Source: an optimization exercise on an open RTL-to-GDS flow (aim: small area, a short achievable clock period and few clock cycles). Production flows keep margins and buffers that such runs may drop.
No functional check of the RTL was part of any run shown here.
Power is estimated from default activity; no workload was simulated.

File: config.mk
export PLATFORM = sky130hd
export DESIGN_NAME = online_shop
export DESIGN_NICKNAME = online_shop
export VERILOG_FILES = /design/flow/design.v
export SDC_FILE = /design/flow/constraint.sdc
export NUM_CORES = 4
export LEC_CHECK = 0
export CAP_MARGIN = 20
export CORE_MARGIN = 2
export CORE_UTILIZATION = 40
export SLEW_MARGIN = 20
File: design.v
package shop_pkg;
	typedef logic [15:0] money_t;
	typedef logic [5:0]  item_num_t;
	typedef logic [11:0] exp_t;
	typedef logic [7:0]  user_id_t;
	typedef enum logic [1:0] {
		item_none,
		item_small,
		item_medium,
		item_large
	} item_id_e;
	typedef enum logic [1:0] {
		lvl_platinum = 2'd0,
		lvl_gold     = 2'd1,
		lvl_silver   = 2'd2,
		lvl_copper   = 2'd3
	} level_e;
	typedef enum logic [3:0] {
		act_none    = 4'd0,
		act_buy     = 4'd1,
		act_deposit = 4'd4
	} action_e;
	typedef enum logic [3:0] {
		no_err         = 4'd0,
		inv_not_enough = 4'd2,
		out_of_money   = 4'd3,
		inv_full       = 4'd4,
		wallet_full    = 4'd8
	} err_e;
	typedef struct packed {
		item_num_t large_num;
		item_num_t medium_num;
		item_num_t small_num;
		level_e    level;
		exp_t      exp;
	} shop_info_t;
	typedef struct packed {
		item_id_e  item_id;
		item_num_t item_num;
		user_id_t  seller_id;
	} shop_hist_t;
	typedef struct packed {
		money_t     money;
		shop_hist_t shop_history;
	} user_info_t;
	typedef struct packed {
		shop_info_t shop;
		user_info_t user;
	} account_t;
	typedef union packed {
		money_t money;
		struct packed {
			logic [7:0] pad;
			user_id_t   val;
		} id;
		struct packed {
			logic [11:0] pad;
			action_e     val;
		} action;
		struct packed {
			logic [13:0] pad;
			item_id_e    val;
		} item;
		struct packed {
			logic [9:0] pad;
			item_num_t  val;
		} count;
	} data_in_t;
	typedef enum logic [3:0] {
		s_idle,
		s_user_req,
		s_user_wait,
		s_input,
		s_seller_req,
		s_seller_wait,
		s_buy_calc,
		s_dep_calc,
		s_seller_wr,
		s_seller_wr_wait,
		s_user_wr,
		s_user_wr_wait,
		s_out
	} state_e;
	localparam money_t price_small  = 16'd100;
	localparam money_t price_medium = 16'd200;
	localparam money_t price_large  = 16'd300;
	localparam money_t fee_platinum = 16'd10;
	localparam money_t fee_gold     = 16'd30;
	localparam money_t fee_silver   = 16'd50;
	localparam money_t fee_copper   = 16'd70;
	localparam exp_t exp_small  = 12'd20;
	localparam exp_t exp_medium = 12'd40;
	localparam exp_t exp_large  = 12'd60;
	localparam exp_t exp_to_silver   = 12'd1000;
	localparam exp_t exp_to_gold     = 12'd2500;
	localparam exp_t exp_to_platinum = 12'd4000;
	localparam money_t money_max = 16'd65535;
	localparam int dram_word_bits = 64;
endpackage
`timescale 1ns/1ps
module online_shop
(
	input  logic         clk,
	input  logic         inf,
	input  logic [15:0]  data_in,
	input  logic         id_valid,
	input  logic         act_valid,
	input  logic         item_valid,
	input  logic         num_valid,
	input  logic         amnt_valid,
	input  logic         c_out_valid,
	input  logic [63:0]  c_data_r,
	output logic         c_in_valid,
	output logic         c_r_wb,
	output logic [7:0]   c_addr,
	output logic [63:0]  c_data_w,
	output logic         out_valid,
	output logic [3:0]   err_msg,
	output logic         complete,
	output logic [31:0]  out_info
);
	localparam bit REG_STOCK = 1'b1;
	typedef enum logic [2:0] {
		S_IDLE,    
		S_UREQ,    
		S_UWAIT,   
		S_HAVEU,   
		S_SWAIT,   
		S_SCHK,    
		S_W1WAIT   
	} state_e;
	state_e      state;
	state_e      nstate;
	logic        pend;
	logic        can_req;
	logic [7:0]  uid;
	logic [7:0]  sid;
	logic [15:0] xin;       
	logic        got_sid;
	logic        got_amt;
	logic [14:0] pk;        
	logic [11:0] xk;        
	logic [63:0] wbuf;
	logic [63:0] sbuf;
	logic        inv_full_q;
	logic        money_low_q;
	logic        req;
	logic        rd;
	logic [7:0]  addr_n;
	logic        ovld;
	logic [3:0]  err_n;
	wire [1:0] item = xin[7:6];
	wire [5:0] cnt  = xin[5:0];
	assign c_data_w = wbuf;
	always_ff @(posedge clk or negedge inf) begin
		if (!inf)
			pend <= 1'b0;
		else
			pend <= c_in_valid || (pend && !c_out_valid);
	end
	assign can_req = !c_in_valid && (!pend || c_out_valid);
	always_ff @(posedge clk) begin
		if (id_valid && state == S_IDLE)
			uid <= data_in[7:0];
		if (id_valid && state != S_IDLE)
			sid <= data_in[7:0];
		if (num_valid || amnt_valid)
			xin[5:0] <= data_in[5:0];
		if (item_valid)
			xin[7:6] <= data_in[1:0];
		else if (amnt_valid)
			xin[7:6] <= data_in[7:6];
		if (amnt_valid)
			xin[15:8] <= data_in[15:8];
		if (id_valid && state == S_IDLE) begin
			got_sid <= 1'b0;
			got_amt <= 1'b0;
		end else begin
			if (id_valid)
				got_sid <= 1'b1;
			if (amnt_valid)
				got_amt <= 1'b1;
		end
	end
	logic [7:0] nk;
	assign nk = (item[0] ? 8'(cnt) : 8'd0) + (item[1] ? 8'({cnt, 1'b0}) : 8'd0);
	always_ff @(posedge clk) begin
		pk <= 15'(nk) * 15'd100;
		xk <= 12'(nk) * 12'd20;
	end
	logic [63:0] ua;
	assign ua = {wbuf[39:32], wbuf[47:40], wbuf[55:48], wbuf[63:56],
	             wbuf[7:0],   wbuf[15:8],  wbuf[23:16], wbuf[31:24]};
	logic [5:0]  u_hold;
	logic [6:0]  u_hsum;
	logic [6:0]  fee;
	logic [16:0] cost;
	logic [15:0] u_money_new;
	logic [12:0] e_sum;
	logic [1:0]  lvl_new;
	logic [11:0] exp_new;
	logic [63:0] ua_buy;
	logic        inv_full;
	logic        money_low;
	always_comb begin
		case (item)
			2'd1:    u_hold = ua[51:46];
			2'd2:    u_hold = ua[57:52];
			2'd3:    u_hold = ua[63:58];
			default: u_hold = 6'd0;
		endcase
		u_hsum    = 7'(u_hold) + 7'(cnt);
		inv_full  = u_hsum[6];
		fee       = 7'd10 + 7'({ua[45:44], 4'd0}) + 7'({ua[45:44], 2'd0});
		cost      = 17'(pk) + 17'(fee);
		money_low = cost > 17'(ua[31:16]);
		u_money_new = ua[31:16] - cost[15:0];
		e_sum     = 13'(ua[43:32]) + 13'(xk);
		lvl_new = ua[45:44];
		exp_new = e_sum[11:0];
		case (ua[45:44])
			2'd3: if (e_sum >= 13'd1000) begin lvl_new = 2'd2; exp_new = 12'd0; end
			2'd2: if (e_sum >= 13'd2500) begin lvl_new = 2'd1; exp_new = 12'd0; end
			2'd1: if (e_sum >= 13'd4000) begin lvl_new = 2'd0; exp_new = 12'd0; end
			default: exp_new = 12'd0;
		endcase
		ua_buy = ua;
		case (item)
			2'd1: ua_buy[51:46] = u_hsum[5:0];
			2'd2: ua_buy[57:52] = u_hsum[5:0];
			2'd3: ua_buy[63:58] = u_hsum[5:0];
			default: ;
		endcase
		ua_buy[45:44] = lvl_new;
		ua_buy[43:32] = exp_new;
		ua_buy[31:16] = u_money_new;
		ua_buy[15:0]  = {item, cnt, sid};
	end
	logic [16:0] d_sum;
	assign d_sum = 17'(ua[31:16]) + 17'(xin);
	logic [63:0] sa;
	assign sa = {sbuf[39:32], sbuf[47:40], sbuf[55:48], sbuf[63:56],
	             sbuf[7:0],   sbuf[15:8],  sbuf[23:16], sbuf[31:24]};
	logic [5:0]  s_hold;
	logic [16:0] s_sum;
	logic [63:0] sa_new;
	logic        stock_ok;
	always_comb begin
		case (item)
			2'd1:    s_hold = sa[51:46];
			2'd2:    s_hold = sa[57:52];
			2'd3:    s_hold = sa[63:58];
			default: s_hold = 6'd0;
		endcase
		s_sum = 17'(sa[31:16]) + 17'(pk);
		sa_new = sa;
		case (item)
			2'd1: sa_new[51:46] = s_hold - cnt;
			2'd2: sa_new[57:52] = s_hold - cnt;
			2'd3: sa_new[63:58] = s_hold - cnt;
			default: ;
		endcase
		sa_new[31:16] = s_sum[16] ? 16'hffff : s_sum[15:0];
	end
	logic [63:0] stock_src;
	logic [5:0]  st_hold;
	assign stock_src = REG_STOCK ? sa : {c_data_r[39:32], c_data_r[47:40], c_data_r[55:48], c_data_r[63:56],
	                                     c_data_r[7:0],   c_data_r[15:8],  c_data_r[23:16], c_data_r[31:24]};
	always_comb begin
		case (item)
			2'd1:    st_hold = stock_src[51:46];
			2'd2:    st_hold = stock_src[57:52];
			2'd3:    st_hold = stock_src[63:58];
			default: st_hold = 6'd0;
		endcase
	end
	assign stock_ok = st_hold >= cnt;
	logic       decide;
	logic [3:0] buy_err;
	assign decide  = REG_STOCK ? (state == S_SCHK) : (state == S_SWAIT && c_out_valid);
	assign buy_err = inv_full_q ? 4'd4 : !stock_ok ? 4'd2 : money_low_q ? 4'd3 : 4'd0;
	logic sid_now;
	assign sid_now = got_sid || id_valid;
	always_comb begin
		nstate = state;
		req    = 1'b0;
		rd     = 1'b1;
		addr_n = uid;
		ovld   = 1'b0;
		err_n  = 4'd0;
		case (state)
			S_IDLE:
				if (id_valid) begin
					addr_n = data_in[7:0];
					if (can_req) begin
						req    = 1'b1;
						nstate = S_UWAIT;
					end else begin
						nstate = S_UREQ;
					end
				end
			S_UREQ:
				if (can_req) begin
					req    = 1'b1;
					nstate = S_UWAIT;
				end
			S_UWAIT, S_HAVEU: begin
				addr_n = id_valid ? data_in[7:0] : sid;
				if (state == S_HAVEU || c_out_valid) begin
					if (sid_now) begin
						req    = 1'b1;
						nstate = S_SWAIT;
					end else if (state == S_HAVEU && got_amt) begin
						addr_n = uid;
						ovld   = 1'b1;
						rd     = 1'b0;
						req    = !d_sum[16];
						err_n  = d_sum[16] ? 4'd8 : 4'd0;
						nstate = S_IDLE;
					end else begin
						nstate = S_HAVEU;
					end
				end
			end
			S_SWAIT, S_SCHK: begin
				rd = 1'b0;
				if (decide) begin
					err_n = buy_err;
					if (buy_err == 4'd0) begin
						req    = 1'b1;
						nstate = S_W1WAIT;
					end else begin
						ovld   = 1'b1;
						nstate = S_IDLE;
					end
				end else if (state == S_SWAIT && c_out_valid) begin
					nstate = S_SCHK;
				end
			end
			S_W1WAIT: begin
				rd     = 1'b0;
				addr_n = sid;
				if (c_out_valid) begin
					req    = 1'b1;
					ovld   = 1'b1;
					nstate = S_IDLE;
				end
			end
			default:
				nstate = S_IDLE;
		endcase
	end
	always_ff @(posedge clk or negedge inf) begin
		if (!inf) begin
			state      <= S_IDLE;
			c_in_valid <= 1'b0;
			out_valid  <= 1'b0;
		end else begin
			state      <= nstate;
			c_in_valid <= req;
			out_valid  <= ovld;
		end
	end
	always_ff @(posedge clk) begin
		c_r_wb   <= rd;
		c_addr   <= addr_n;
		err_msg  <= err_n;
		complete <= (err_n == 4'd0);
	end
	logic buy_upd;
	logic dep_upd;
	logic sel_upd;
	assign buy_upd = (state == S_SWAIT) && c_in_valid;
	assign dep_upd = (state == S_HAVEU) && !got_sid && !id_valid && got_amt;
	assign sel_upd = (state == S_W1WAIT) && c_in_valid;
	logic [63:0] ua_dep;
	always_comb begin
		ua_dep = ua;
		ua_dep[31:16] = d_sum[15:0];
	end
	always_ff @(posedge clk) begin
		if (state == S_UWAIT)
			wbuf <= c_data_r;
		else if (buy_upd)
			wbuf <= {ua_buy[39:32], ua_buy[47:40], ua_buy[55:48], ua_buy[63:56],
			         ua_buy[7:0],   ua_buy[15:8],  ua_buy[23:16], ua_buy[31:24]};
		else if (dep_upd)
			wbuf <= {ua_dep[39:32], ua_dep[47:40], ua_dep[55:48], ua_dep[63:56],
			         ua_dep[7:0],   ua_dep[15:8],  ua_dep[23:16], ua_dep[31:24]};
		else if (sel_upd)
			wbuf <= {sa_new[39:32], sa_new[47:40], sa_new[55:48], sa_new[63:56],
			         sa_new[7:0],   sa_new[15:8],  sa_new[23:16], sa_new[31:24]};
		if (state == S_SWAIT)
			sbuf <= c_data_r;
		if (buy_upd) begin
			inv_full_q  <= inv_full;
			money_low_q <= money_low;
		end
		if (buy_upd)
			out_info <= ua_buy[31:0];
		else if (dep_upd)
			out_info <= d_sum[16] ? 32'd0 : {16'd0, d_sum[15:0]};
		else if (decide && buy_err != 4'd0)
			out_info <= 32'd0;
	end
endmodule
File: run.sh
#!/bin/bash
# synth_recipe.tcl (not shown) runs the flow's synth.tcl, then flattens the netlist and writes it again
# the make line also repeats each setting of config.mk as NAME=value (left out here)
make -C /OpenROAD-flow-scripts/flow DESIGN_CONFIG=/design/flow/config.mk WORK_HOME=/design/flow/orfs CLKGATE_MAP_FILE= SYNTH_SCRIPT=/design/flow/synth_recipe.tcl finish
File: constraint.sdc
create_clock -name core_clock -period 9.0 [get_ports {clk}]
set_input_delay 1.8000 -clock core_clock [delete_from_list [all_inputs] [get_ports {clk}]]
set_output_delay 1.8000 -clock core_clock [all_outputs]
set_load 0.01 [all_outputs]
==> results.json, run 1 <==
{
  "clock.fmax_mhz": 215,
  "final_cell_mix": "198 x clkdlybuf4s50_1, 194 x edfxtp_1, 127 x ha_1",
  "ir_worst_vdd_v": 0.000190,
  "async_flop_share": 0.0253,
  "yosys.area.top_type": "edfxtp_1",
  "post-dp-hpwl_mm": 32.1,
  "slew_viol_final": 0,
  "drive_gt1_frac": 0.0583,
  "crit_type": "reg2reg",
  "ctsHoldBuffers": 0,
  "first_pass_iters": 7,
  "layout_setup_ws_ps": 4350,
  "grt_pass1_vias": 11300,
  "period_needed_ps": 4650,
  "synth_edf_count": 194,
  "cp-end-kind": "flop",
  "numCtsBuffers": 27,
  "place.gp.congestion": 0.948,
  "r2r_end": "pk[14]",
  "vias": 11500,
  "hold_start": "uid[3]",
  "cts_num_sinks": 237,
  "yosys_warnings": 1,
  "grt_max_degree": 74,
  "r2r_cells": 17,
  "final_antenna_net_count": 0,
  "synth.distinct_cells": 85,
  "cts_resized": 0,
  "grt_pass1_wl_mm": 65.7,
  "cts_tree": "built",
  "r2r_setup_slack_ps": 4350,
  "power_density_nw_per_um2": 406,
  "cts.path.max_buffers": 3,
  "required_ps": 9480,
  "antenna_found_initial": 0,
  "fp-row-count": 69,
  "synth.area.top_cells": "edfxtp_1 41%, ha_1 11%, dfxtp_1 5.2%, a21oi_1 3.2%, nor2_1 3.0%",
  "worst_pin_slew_ps": 1060,
  "die_h_um": 192,
  "hp-class": "reg2reg",
  "numPortBuffers": 198,
  "root_buffer": "clkbuf_16",
  "r2r-start": "xin[7]",
  "path_clk_slew_ps": 60,
  "synthCells": 1336,
  "yosys.area.top_type_share": 0.410,
  "netlist_area_um2": 14200,
  "worstHoldEndpoint": "c_addr[3]",
  "clock_skew_ps": 16.5,
  "initial_utilization": 0.403,
  "route.detailed.drc": 0,
  "die-area_um2": 37000,
  "yosysSeqAreaShare": 0.473,
  "nets": 1752,
  "min_path_cells": 2,
  "layout_commonest_cell": "clkdlybuf4s50_1",
  "die_x_um": 192,
  "cp-start-kind": "flop",
  "syn_area_per_cell_um2": 10.6,
  "pre_cts_ws_ps": 4180,
  "nFillCells": 3255,
  "drt_iter0_markers": 1005,
  "finalSetupTns_ps": 0,
  "area_growth_pct": 23.5,
  "synth_fp_nets": 1563,
  "slew_headroom": 0.294,
  "cap_violations": 0,
  "ios": 200,
  "ys_ff_latch": 237,
  "crit_fanout": 25,
  "vias_per_cell": 5.74,
  "fin_crit_sh": 0.517,
  "drt-total-wl_mm": 44.0,
  "hold_viol": 0,
  "rsz0062_at_grt": "no",
  "cts_max_level": 1,
  "clock_latency_ps": 560,
  "status": "timing/DRC/antenna clean",
  "post_drt_wl_per_cell_um": 21.9,
  "core_um2": 35200,
  "cts_setup_buffers": 0,
  "ys_dominant_reg_cell": "edfxtp_1",
  "p_leak_uw": 0.00693,
  "cp_data_arrival_time_ps": 5130,
  "grt_overflow": 0,
  "track_usage": 0.235,
  "finalSetupViolations": 0
}
## sequential cells by signal, indices dropped and copies added (netlist names), 3 cells and up
| register | cells |
|---|---|
| xin | 16 |
| out_info | 32 |
| sbuf | 64 |
| xk | 8 |
| pk | 13 |
| err_msg | 4 |
| state | 3 |
| uid | 8 |
| c_addr | 8 |
| wbuf | 64 |
| sid | 8 |
## layer usage
metal  up-vias  global-route usage  part of all wire
li1       5386                   -                 -
met1      5609               0.322              0.44
met2       436               0.381              0.46
met3        87              0.0371             0.066
met4         0              0.0775             0.030
met5         -                   0                 0
## cells in the mapped netlist (21+ instances only)
library cell    n
a21o_1         30
a21oi_1        91
a31oi_1        30
and2_1         26
clkbuf_1       41
dfxtp_1        37
edfxtp_1      194
ha_1          127
inv_1          68
nand2_1       111
nand3_1        21
nor2_1        113
o21a_1         21
o21ai_0        72
xnor2_1        39
## layout make-up
| cell class | instances | area, µm² | area share |
|---|---|---|---|
| repair buffers | 210 | 2070 | 0.118 |
| diodes | 1 | 2.50 | 0.000143 |
| clock inverters | 10 | 138 | 0.00785 |
| multi-input cells | 981 | 7050 | 0.402 |
| well taps | 461 | 577 | 0.0329 |
| clock buffers | 39 | 731 | 0.0417 |
| inverters | 68 | 255 | 0.0146 |
| flip-flops and latches | 237 | 6720 | 0.383 |
## power breakdown
group          internal [µW]  switching [µW]
clock network            650             458
logic                   1700            2340
registers               1700             276
total                   4050            3080
## metrics by stage
stage	instance area [µm²]	hold slack, ps	power, µW	utilization	cells
final	17500	493	7120	0.498	2007
after global routing	17500	527	7600	0.498	2006
after CTS	17500	499	7100	0.498	2006
after detailed placement	16700	480	5950	0.473	1957
after global placement	16700	476	5900	0.473	1957
after floorplan	14200	450	4600	-	1336
## worst max-delay path, stage by stage, from the launching register on
cell and delay, ps:
edfxtp_1 320, buf_4 330, and2_1 190, ha_1 160, inv_1 60, fa_1 390
xnor2_1 540, ha_1 350, ha_1 320, fa_1 470, ha_1 340, a21o_1 180
a21oi_1 210, o21bai_1 90, a21oi_1 220, o21bai_1 80, a21oi_1 170, xnor2_1 140
## worst max path at each step
stage,from,end,cells after the start
floorplan,state[1],wbuf[34],8
detailed placement,id_valid,out_info[25],5
global route,xin[7],pk[14],17
CTS,xin[7],pk[14],17
finish,xin[7],pk[14],17
global placement,id_valid,out_info[25],5
## kinds of logic after synthesis
logic type	count (synthesis)	share of synthesized area
simple gates	369	0.123
compound gates	392	0.190
flops	237	0.473
buf+inv	118	0.0322
fa+ha+maj	139	0.129
xor+xnor	59	0.0364
mux	22	0.0167
==> inputs of run 2 (changes only) <==
--- a/design.v
+++ b/design.v
@@ -119,7 +119,7 @@
 	output logic         complete,
 	output logic [31:0]  out_info
 );
-	localparam bit REG_STOCK = 1'b1;
+	localparam bit REG_STOCK = 1'b0;
 	typedef enum logic [2:0] {
 		S_IDLE,    
 		S_UREQ,    
==> run 2 against run 1 <==
  * Still clean on timing, DRC and antenna
  * Cell count decreased by 2.7%
  * Register-to-register slack got worse by 20 ps
  * Synthesized cell count decreased by 4.3%
  * Routed wire length decreased by 6.9%
  * Worst hold slack got worse by 24 ps
  * Global-route usage decreased by 1.3 points
  * Clock skew increased by 1.7 ps
  * Die area decreased by 1.6%
  * Sequential power about the same
  * Largest power group unchanged
==> results.json, run 2 <==
{
  "pre_cts_ws_ps": 3490,
  "worst_path_max_delay_cell": "clkdlybuf4s50_1",
  "numPortBuffers": 198,
  "final_antenna_net_count": 0,
  "crit_type": "in2reg",
  "clock_latency_ps": 550,
  "status": "timing/DRC/antenna clean",
  "reg.largest.list": "sbuf x64, wbuf x64, out_info x32",
  "grt_max_degree": 68,
  "core_um2": 34500,
  "whs_ps": 468,
  "yosysSeqAreaShare": 0.481,
  "layout_commonest_cell": "clkdlybuf4s50_1",
  "area_growth_pct": 25.1,
  "power_density_nw_per_um2": 393,
  "cts_max_level": 1,
  "clock_skew_ps": 18.2,
  "track_usage": 0.222,
  "route.detailed.drc": 0,
  "p_comb_frac": 0.529,
  "seq_power_share": 0.290,
  "async_flop_share": 0.0253,
  "drive_gt1_frac": 0.0648,
  "cap_violations": 0,
  "cp-end-kind": "flop",
  "clkPwrFrac": 0.181,
  "crit_path_max_incr_delay_ps": 470,
  "crit_fanout": 32,
  "swShare": 0.406,
  "ctsHoldBuffers": 0,
  "ys_dominant_reg_cell": "edfxtp_1",
  "cp_data_arrival_time_ps": 5110,
  "p_leak_uw": 0.00698,
  "clock.fmax_mhz": 203,
  "rsz0062_at_grt": "no",
  "yosys.area.top_type_share": 0.417,
  "nFillCells": 3150,
  "nets": 1707,
  "cp-start-kind": "primary input",
  "power_switching_uw": 2790,
  "synthCells": 1279,
  "insertedDiodeCount": 0,
  "die_h_um": 191,
  "fp-row-count": 68,
  "cts_tree": "built",
  "ys_top_cells_by_count": "194 x edfxtp_1, 131 x ha_1, 98 x nand2_1",
  "finalSetupTns_ps": 0,
  "vias": 10800,
  "cts_resized": 0,
  "synth_fp_nets": 1510,
  "yosys.area.top_type": "edfxtp_1",
  "ir_worst_vdd_v": 0.000192,
  "synth_edf_count": 194,
  "drt-total-wl_mm": 40.9,
  "grt_overflow": 0,
  "die_x_um": 191,
  "layout_setup_ws_ps": 4060,
  "slew_viol_final": 0,
  "syn_area_per_cell_um2": 10.9,
  "initial_utilization": 0.405,
  "yosys_warnings": 1,
  "numCtsBuffers": 28,
  "yosysMostFrequentCell": "edfxtp_1",
  "ys_ff_latch": 237,
  "netlist_area_um2": 14000,
  "ios": 200,
  "post-dp-hpwl_mm": 30.6,
  "cell_internal_pwr_uw": 4080,
  "drt_iter0_markers": 762,
  "antenna_found_initial": 0,
  "postLayoutCoreUtil": 0.507,
  "finalSetupViolations": 0,
  "worst_pin_slew_ps": 989,
  "fin_crit_sh": 0.548,
  "cp_common_cell": "a21o_1",
  "crit_chain": "clkdlybuf4s50_1 > mux2_2 > a22oi_1 > ha_1 > nand2b_1 > a21o_1 > a21o_1 > a21o_1 > a21o_1 > a21oi_1 > nor3_1 > o21ai_4 > buf_4",
  "final_cell_mix": "198 x clkdlybuf4s50_1, 194 x edfxtp_1, 131 x ha_1",
  "root_buffer": "clkbuf_16",
  "grt_pass1_wl_mm": 61.8,
  "cts_setup_buffers": 0,
  "cts_num_sinks": 237,
  "required_ps": 9180,
  "synth.area.top_cells": "edfxtp_1 42%, ha_1 12%, dfxtp_1 5.3%, a21oi_1 3.4%, xnor2_1 2.8%",
  "synth.distinct_cells": 75,
  "grt_pass1_vias": 10500,
  "place.gp.congestion": 0.930,
  "cts.path.max_buffers": 3,
  "path_clk_slew_ps": 60,
  "hold_viol": 0,
  "die-area_um2": 36400,
  "post_drt_wl_per_cell_um": 21.0,
  "period_needed_ps": 4940,
  "slew_headroom": 0.341,
  "first_pass_iters": 6,
  "vias_per_cell": 5.53,
  "hp-class": "reg2reg"
}
==> run 2: power groups by stage <==
| stage | logic [µW] | registers [µW] | clock network [µW] |
|---|---|---|---|
| floorplan | 2430 | 1980 | 0 |
| global placement | 3570 | 2020 | 0 |
| detailed placement | 3610 | 2010 | 0 |
| CTS | 3640 | 2000 | 1270 |
| global route | 4040 | 2020 | 1310 |
| finish | 3640 | 1990 | 1240 |
==> run 2: logic make-up after synthesis <==
logic type      Yosys count  synth area share
buf+inv                 113            0.0315
flops                   237             0.481
mux                      28            0.0219
compound gates          375             0.183
fa+ha+maj               143             0.135
xor+xnor                 71            0.0445
simple gates            312             0.104
==> run 2: layer usage <==
layer  up-vias  share of wire  track usage  routed length (µm)
met1      5172           0.46        0.318               18900
met2       373           0.46        0.357               18800
met5         -              0            0                   0
met3        52          0.058       0.0276                2360
li1       5195              -            -                   -
met4         0          0.021       0.0504                 873
==> run 2: area by class of cell <==
| cell class | instances | area [µm²] | share of cell area |
|---|---|---|---|
| Multi-Input combinational cell | 929 | 6840 | 0.391 |
| Timing Repair Buffer | 213 | 2090 | 0.120 |
| Tap cell | 455 | 569 | 0.0326 |
| Inverter | 67 | 251 | 0.0144 |
| Sequential cell | 237 | 6720 | 0.384 |
| Clock inverter | 16 | 258 | 0.0148 |
| Clock buffer | 35 | 748 | 0.0428 |
==> run 2: through the flow <==
stage          cells  instance area, µm²  total power (µW)
6_report        1952               17500              6870
4_1_cts         1952               17500              6900
3_5_place_dp    1901               16500              5620
5_1_grt         1952               17500              7370
2_1_floorplan   1279               14000              4410
3_3_place_gp    1901               16500              5590
==> run 2: worst max-delay path: cells and delay by family <==
family          cells  cell delay (ps)
compound gates      7             1480
simple gates        2              340
fa+ha+maj           1              260
mux                 1              290
buf+inv             2              890
==> run 2: path summary, 6_finish.rpt <==
check	startpoint	end	slack (ps)	cells after the start
worst min-delay path	uid[6]	c_addr[6]	470	2
worst max-delay path	c_data_r[34]	out_info[25]	4060	13
worst max register to register	wbuf[53]	wbuf[5]	4330	17
max in group asynchronous	inf	c_in_valid	7300	1
min in group asynchronous	inf	pend	1490	1
worst min register to register	uid[6]	c_addr[6]	470	2
==> inputs of run 3 (changes only) <==
--- a/config.mk
+++ b/config.mk
@@ -5,7 +5,9 @@
 export SDC_FILE = /design/flow/constraint.sdc
 export NUM_CORES = 4
 export LEC_CHECK = 0
+export ABC_CLOCK_PERIOD_IN_PS = 2500
 export CAP_MARGIN = 20
 export CORE_MARGIN = 2
 export CORE_UTILIZATION = 40
+export SETUP_SLACK_MARGIN = 5
 export SLEW_MARGIN = 20
==> run 3 against run 2 <==
  * Largest power group unchanged
  * Combinational power is 13% higher
  * Critical path depth is 6 higher
  * Sequential power about the same
  * First-iteration DRC count down 7.2%
  * Sequential cell count stayed put
  * Fmax grew 22%
  * Total power increased by 5.8%
  * Routed wire length grew 4.8%
  * Still clean on timing, DRC and antenna
==> results.json, run 3 <==
{
  "die-area_um2": 36400,
  "hold_viol": 0,
  "fp-row-count": 68,
  "final_antenna_net_count": 0,
  "slew_headroom": 0.333,
  "cts_max_level": 1,
  "ctsHoldBuffers": 0,
  "core_um2": 34500,
  "synth_edf_count": 194,
  "grt_pass1_vias": 11100,
  "track_usage": 0.233,
  "insertedDiodeCount": 0,
  "cts.path.max_buffers": 3,
  "clock_latency_ps": 580,
  "p_leak_uw": 0.00740,
  "yosys_warnings": 1,
  "post-dp-hpwl_mm": 30.6,
  "yosysMostFrequentCell": "edfxtp_1",
  "yosys.area.top_type": "edfxtp_1",
  "yosys.area.top_type_share": 0.417,
  "nets": 1772,
  "numPortBuffers": 198,
  "whs_ps": 482,
  "rsz0062_at_grt": "yes",
  "ys_dominant_reg_cell": "edfxtp_1",
  "ys_top_cells_by_count": "194 x edfxtp_1, 131 x ha_1, 98 x nand2_1",
  "dpl_cell_area_um2": 16500,
  "vias_per_cell": 5.56,
  "placed_cells": 1901,
  "pre_cts_ws_ps": 3660,
  "ios": 200,
  "place.gp.congestion": 0.899,
  "synth.distinct_cells": 75,
  "final_cell_mix": "194 x edfxtp_1, 189 x clkdlybuf4s50_1, 113 x ha_1",
  "ys_ff_latch": 237,
  "vias": 11200,
  "async_flop_share": 0.0253,
  "fin_crit_sh": 0.448,
  "reg.largest.list": "sbuf x64, wbuf x64, out_info x32",
  "ir_worst_vdd_v": 0.000193,
  "route.detailed.drc": 0,
  "synthCells": 1279,
  "netlist_area_um2": 14000,
  "required_ps": 9310,
  "die_h_um": 191,
  "finalSetupTns_ps": 0,
  "crit_type": "reg2reg",
  "cp-start-kind": "flop",
  "syn_area_per_cell_um2": 10.9,
  "grt_overflow": 0,
  "period_needed_ps": 4030,
  "crit_chain": "inv_2 > ha_4 > inv_2 > ha_4 > inv_2 > fa_2 > nor2b_1 > o21ai_1 > nand2b_1 > xnor2_1 > ha_2 > o21a_1 > o21a_1 > and2_4 > or3b_4 > a41o_1 > xnor2_2 > o221ai_2 > o22a_1",
  "path_clk_slew_ps": 60,
  "die_x_um": 191,
  "crit_path_max_incr_delay_ps": 450,
  "status": "timing/DRC/antenna clean",
  "cts_tree": "built",
  "drt_iter0_markers": 707,
  "grt_pass1_wl_mm": 64.6,
  "post_drt_wl_per_cell_um": 21.3,
  "nFillCells": 3041,
  "slew_viol_final": 0,
  "worst_path_max_delay_cell": "edfxtp_1",
  "cp_common_cell": "inv_2",
  "first_pass_iters": 5,
  "cp-end-kind": "flop",
  "crit_fanout": 3,
  "antenna_found_initial": 0,
  "instances_no_fill": 2016,
  "worst_pin_slew_ps": 1000,
  "cp_data_arrival_time_ps": 4340,
  "grt_max_degree": 69,
  "drt-total-wl_mm": 42.9,
  "drive_gt1_frac": 0.149,
  "initial_utilization": 0.405,
  "root_buffer": "clkbuf_16",
  "finalSetupViolations": 0,
  "layout_setup_ws_ps": 4970,
  "synth_fp_nets": 1510,
  "area_growth_pct": 32.5,
  "clock.fmax_mhz": 248,
  "design_area_um2": 18500,
  "hp-class": "reg2reg",
  "power_density_nw_per_um2": 393,
  "numCtsBuffers": 28,
  "yosysSeqAreaShare": 0.481,
  "cts_num_sinks": 237,
  "layout_commonest_cell": "edfxtp_1",
  "cap_violations": 0,
  "synth.area.top_cells": "edfxtp_1 42%, ha_1 12%, dfxtp_1 5.3%, a21oi_1 3.4%, xnor2_1 2.8%",
  "clock_skew_ps": 30.6
}
[run 3: layout make-up]
class                   count  area [µm²]  share of cell area
clock buffers              31         712              0.0385
clock inverters            19         243              0.0131
inverters                  67         251              0.0136
multi-input cells         929        7250               0.392
flip-flops and latches    237        6720               0.363
well taps                 455         569              0.0308
repair buffers            278        2770               0.150
[run 3: repair_timing]
action                     CTS  global route
gates resized for setup     81            30
setup endpoints to repair   46            37
pin swaps                   38            48
buffers inserted            41            19
gates cloned                 5             0
[run 3: final timing paths]
check / from / endpoint / slack, ps / cells past startpoint
setup / recovery: wbuf[53] / wbuf[5] / 4970 / 19
hold / removal: got_amt / got_amt / 480 / 2
setup reg to reg: wbuf[53] / wbuf[5] / 4970 / 19
hold reg to reg: got_amt / got_amt / 480 / 2
max in group asynchronous: inf / state[1] / 7320 / 1
min in group asynchronous: inf / out_valid / 1470 / 1
[run 3: cell families (layout without fill, tap and decap cells)]
group | Yosys count | after routing | share of synthesized area
flip-flops | 237 | 237 | 0.481
AO/OA/AOI/OAI | 375 | 375 | 0.183
XOR/XNOR | 71 | 71 | 0.0445
AND/OR/NAND/NOR | 312 | 312 | 0.104
multiplexers | 28 | 28 | 0.0219
adder cells (fa/ha/maj) | 143 | 143 | 0.135
buffers and inverters | 113 | 395 | 0.0315
[run 3: per-layer routing]
metal / vias up / track usage / wire length (µm)
met5: - / 0 / 0
met4: 0 / 0.0883 / 1660
met3: 84 / 0.0320 / 2500
met2: 359 / 0.363 / 19200
met1: 5418 / 0.328 / 19500
li1: 5339 / - / -
[run 3: through the flow]
step                total power, µW  utilization
CTS                            7140        0.527
finish                         7280        0.537
detailed placement             5640        0.479
floorplan                      4410            -
global placement               5600        0.479
global route                   7770        0.537
[run 3: worst max-delay path: cells and delay by family (launching register included)]
family | cells | cell delay [ps]
AOI/OAI and AO/OA | 6 | 1010
adders and majority gates | 4 | 970
DFF | 1 | 450
buffers and inverters | 3 | 200
and+or+nand+nor | 4 | 790
xor gates and xnor gates | 2 | 330
[run 3: power breakdown]
| part | leakage, µW | switching (µW) | total (µW) | internal, µW |
|---|---|---|---|---|
| sequential | 0.00221 | 275 | 1990 | 1710 |
| clock | 0.000455 | 486 | 1180 | 690 |
| combinational | 0.00474 | 2210 | 4110 | 1900 |
| total | 0.00740 | 2970 | 7280 | 4300 |
==> inputs of run 4 (changes only) <==
--- a/design.v
+++ b/design.v
@@ -182,19 +182,23 @@
 				got_amt <= 1'b1;
 		end
 	end
-	logic [7:0] nk;
-	assign nk = (item[0] ? 8'(cnt) : 8'd0) + (item[1] ? 8'({cnt, 1'b0}) : 8'd0);
+	logic [7:0]  nk;
+	logic [9:0]  nk5;
+	logic [14:0] pk_n;
+	assign nk   = (item[0] ? 8'(cnt) : 8'd0) + (item[1] ? 8'({cnt, 1'b0}) : 8'd0);
+	assign nk5  = 10'(nk) + 10'({nk, 2'b00});
+	assign pk_n = 15'({nk5, 4'b0000}) + 15'({nk5, 2'b00});
 	always_ff @(posedge clk) begin
-		pk <= 15'(nk) * 15'd100;
-		xk <= 12'(nk) * 12'd20;
+		pk <= pk_n;
+		xk <= {nk5, 2'b00};
 	end
 	logic [63:0] ua;
 	assign ua = {wbuf[39:32], wbuf[47:40], wbuf[55:48], wbuf[63:56],
 	             wbuf[7:0],   wbuf[15:8],  wbuf[23:16], wbuf[31:24]};
 	logic [5:0]  u_hold;
 	logic [6:0]  u_hsum;
-	logic [6:0]  fee;
-	logic [16:0] cost;
+	logic [6:0]  fee_m2;
+	logic [16:0] op_a, op_b, op_c, cs_s, cs_c, m_diff;
 	logic [15:0] u_money_new;
 	logic [12:0] e_sum;
 	logic [1:0]  lvl_new;
@@ -211,10 +215,20 @@
 		endcase
 		u_hsum    = 7'(u_hold) + 7'(cnt);
 		inv_full  = u_hsum[6];
-		fee       = 7'd10 + 7'({ua[45:44], 4'd0}) + 7'({ua[45:44], 2'd0});
-		cost      = 17'(pk) + 17'(fee);
-		money_low = cost > 17'(ua[31:16]);
-		u_money_new = ua[31:16] - cost[15:0];
+		case (ua[45:44])
+			2'd0:    fee_m2 = 7'd8;
+			2'd1:    fee_m2 = 7'd28;
+			2'd2:    fee_m2 = 7'd48;
+			default: fee_m2 = 7'd68;
+		endcase
+		op_a = {1'b0, ua[31:16]};
+		op_b = ~{2'b00, pk};
+		op_c = ~{10'd0, fee_m2};
+		cs_s = op_a ^ op_b ^ op_c;
+		cs_c = (op_a & op_b) | (op_a & op_c) | (op_b & op_c);
+		m_diff = cs_s + {cs_c[15:0], 1'b0};
+		money_low = m_diff[16];
+		u_money_new = m_diff[15:0];
 		e_sum     = 13'(ua[43:32]) + 13'(xk);
 		lvl_new = ua[45:44];
 		exp_new = e_sum[11:0];
==> run 4 against run 3 <==
  * Critical path type is now in2reg
  * Register-to-register slack improved by 150 ps
  * Clock skew rose by 1.7 ps
  * Largest power group unchanged
  * Die area fell by 2.7%
  * Still clean
==> results.json, run 4 <==
{
  "status": "timing/DRC/antenna clean",
  "crit_fanout": 8,
  "numCtsBuffers": 27,
  "antenna_found_initial": 0,
  "slew_headroom": 0.278,
  "yosysMostFrequentCell": "edfxtp_1",
  "register_area_um2": 6720,
  "ios": 200,
  "grt_max_degree": 68,
  "root_buffer": "clkbuf_16",
  "clock.fmax_mhz": 252,
  "final_antenna_net_count": 0,
  "r2r_setup_slack_ps": 5120,
  "vias_per_cell": 5.54,
  "synth_fp_nets": 1470,
  "grt_pass1_wl_mm": 63.8,
  "finalSetupViolations": 0,
  "cp-start-kind": "primary input",
  "core_um2": 33400,
  "initial_utilization": 0.406,
  "ys_top_cells_by_count": "194 x edfxtp_1, 114 x nor2_1, 105 x ha_1",
  "track_usage": 0.234,
  "die_x_um": 188,
  "cp-end-kind": "flop",
  "fp-row-count": 67,
  "multi_input_area_um2": 6720,
  "async_flop_share": 0.0253,
  "final_cell_mix": "194 x edfxtp_1, 188 x clkdlybuf4s50_1, 110 x nor2_1",
  "power_density_nw_per_um2": 421,
  "synth_edf_count": 194,
  "numPortBuffers": 198,
  "post_drt_wl_per_cell_um": 21.5,
  "hold_viol": 0,
  "crit_type": "in2reg",
  "cap_violations": 0,
  "drt-total-wl_mm": 42.3,
  "netlist_area_um2": 13600,
  "synthCells": 1265,
  "place.gp.congestion": 0.889,
  "clock_skew_ps": 32.3,
  "yosys_warnings": 1,
  "cts_tree": "built",
  "slew_viol_final": 0,
  "die_h_um": 188,
  "cts.path.max_buffers": 3,
  "syn_area_per_cell_um2": 10.7,
  "nFillCells": 2903,
  "die-area_um2": 35400,
  "cp_data_arrival_time_ps": 4230,
  "route.detailed.drc": 0,
  "cts_max_level": 1,
  "fin_crit_sh": 0.441,
  "grt_pass1_vias": 10800,
  "ys_dominant_reg_cell": "edfxtp_1",
  "drt_iter0_markers": 878,
  "nets": 1702,
  "ir_worst_vdd_v": 0.000195,
  "area_growth_pct": 31.4,
  "grt_overflow": 0,
  "hp-class": "reg2reg",
  "yosysSeqAreaShare": 0.495,
  "insertedDiodeCount": 0,
  "reg.largest.list": "sbuf x64, wbuf x64, out_info x32",
  "yosys.area.top_type": "edfxtp_1",
  "first_pass_iters": 5,
  "cts_num_sinks": 237,
  "whs_ps": 485,
  "synth.area.top_cells": "edfxtp_1 43%, ha_1 9.7%, dfxtp_1 5.5%, a21oi_1 3.3%, nor2_1 3.2%",
  "ctsHoldBuffers": 0,
  "required_ps": 9260,
  "path_clk_slew_ps": 60,
  "post-dp-hpwl_mm": 29.4,
  "synth.distinct_cells": 71,
  "layout_commonest_cell": "edfxtp_1",
  "ys_ff_latch": 237,
  "finalSetupTns_ps": 0,
  "period_needed_ps": 3970,
  "p_leak_uw": 0.00712,
  "rsz0062_at_grt": "yes",
  "clock_latency_ps": 570,
  "worst_pin_slew_ps": 1080,
  "drive_gt1_frac": 0.128,
  "yosys.area.top_type_share": 0.429,
  "vias": 10900
}
## run 4: final timing paths
kind	start	to	cells after the start
min in group asynchronous	inf	c_in_valid	1
setup reg to reg	xin[7]	pk[14]	19
hold reg to reg	uid[7]	c_addr[7]	2
hold / removal	uid[7]	c_addr[7]	2
setup / recovery	c_data_r[54]	out_info[23]	15
max in group asynchronous	inf	state[1]	1
## run 4: what timing repair did
action	in CTS	in global routing
pin swaps	30	31
setup buffers	27	8
hold endpoints to repair	0	0
cloned	5	0
setup endpoints to repair	40	34
resized for setup	81	31
## run 4: where the power goes
group          leakage, µW  switching, µW  internal [µW]
Clock             0.000457            468            691
Combinational      0.00445           2410           1900
Sequential         0.00222            276           1760
## run 4: critical path, stage by stage
cell	delay [ps]
buf_8	90
mux2_4	270
a22oi_2	150
ha_1	250
nand2b_4	130
a21o_1	150
a21o_1	170
a21o_1	180
a21o_1	190
a21oi_4	190
nor3_4	80
o21ai_4	200
buf_6	140
buf_12	100
buf_16	130
## run 4: metrics by stage
step                instance area (µm²)  instances  power, µW  setup WS, ps  utilization
floorplan                         13600       1265       4670          4580            -
global placement                  16100       1876       5990          3830        0.481
finish                            17800       1966       7500          5030        0.533
global route                      17800       1966       8030          4970        0.533
CTS                               17600       1958       7430          4980        0.527
detailed placement                16100       1876       6040          3810        0.481
## run 4: kinds of logic after synthesis
kind of cell / synth area share
AOI/OAI and AO/OA: 0.177
xor gates and xnor gates: 0.0400
adders and majority gates: 0.114
buffers and inverters: 0.0382
DFF: 0.495
muxes: 0.0233
and+or+nand+nor: 0.112
## run 4: layout make-up
type | instances | share of cell area
Clock buffer | 39 | 0.0438
Clock inverter | 11 | 0.00863
Inverter | 89 | 0.0187
Multi-Input combinational cell | 891 | 0.376
Sequential cell | 237 | 0.376
Tap cell | 448 | 0.0314
Timing Repair Buffer | 251 | 0.144
## run 4: metal layers
metal	wire length, µm	track usage	vias up
met1	19600	0.334	5301
met4	903	0.0581	0
met3	2350	0.0348	52
met5	0	0	-
met2	19400	0.373	368
li1	-	-	5165

re-timing with driven ports:
How much do the figures lean on ideal ports? The routed layouts below were timed once more, with nothing changed but the port constraints.
Step 1, drivers: a clkbuf_16 drives clk and a buf_2 each remaining input, both assumed.
Step 2, shift: input delay + t, output delay - t, t = (earliest + latest rising clock arrival at the registers) / 2. This alone moves slack from input paths to output paths.
Slacks: ideal / step 1 / step 2; pairs: ideal / step 1.
run	shift t [ns]	slack for setup (ns)	pins driven straight from the clock port
run 1	0.609	4.345 / 4.345 / 4.186	1
run 2	0.587	4.064 / 4.090 / 3.503	1
run 3	0.615	4.967 / 4.967 / 4.431	1
run 4	0.607	5.031 / 5.033 / 4.427	1
After both steps setup and hold are still met in every run listed. The setup slack of run 4, which loses most, moves by +0.002 ns with the drivers and by -0.604 ns with both steps.
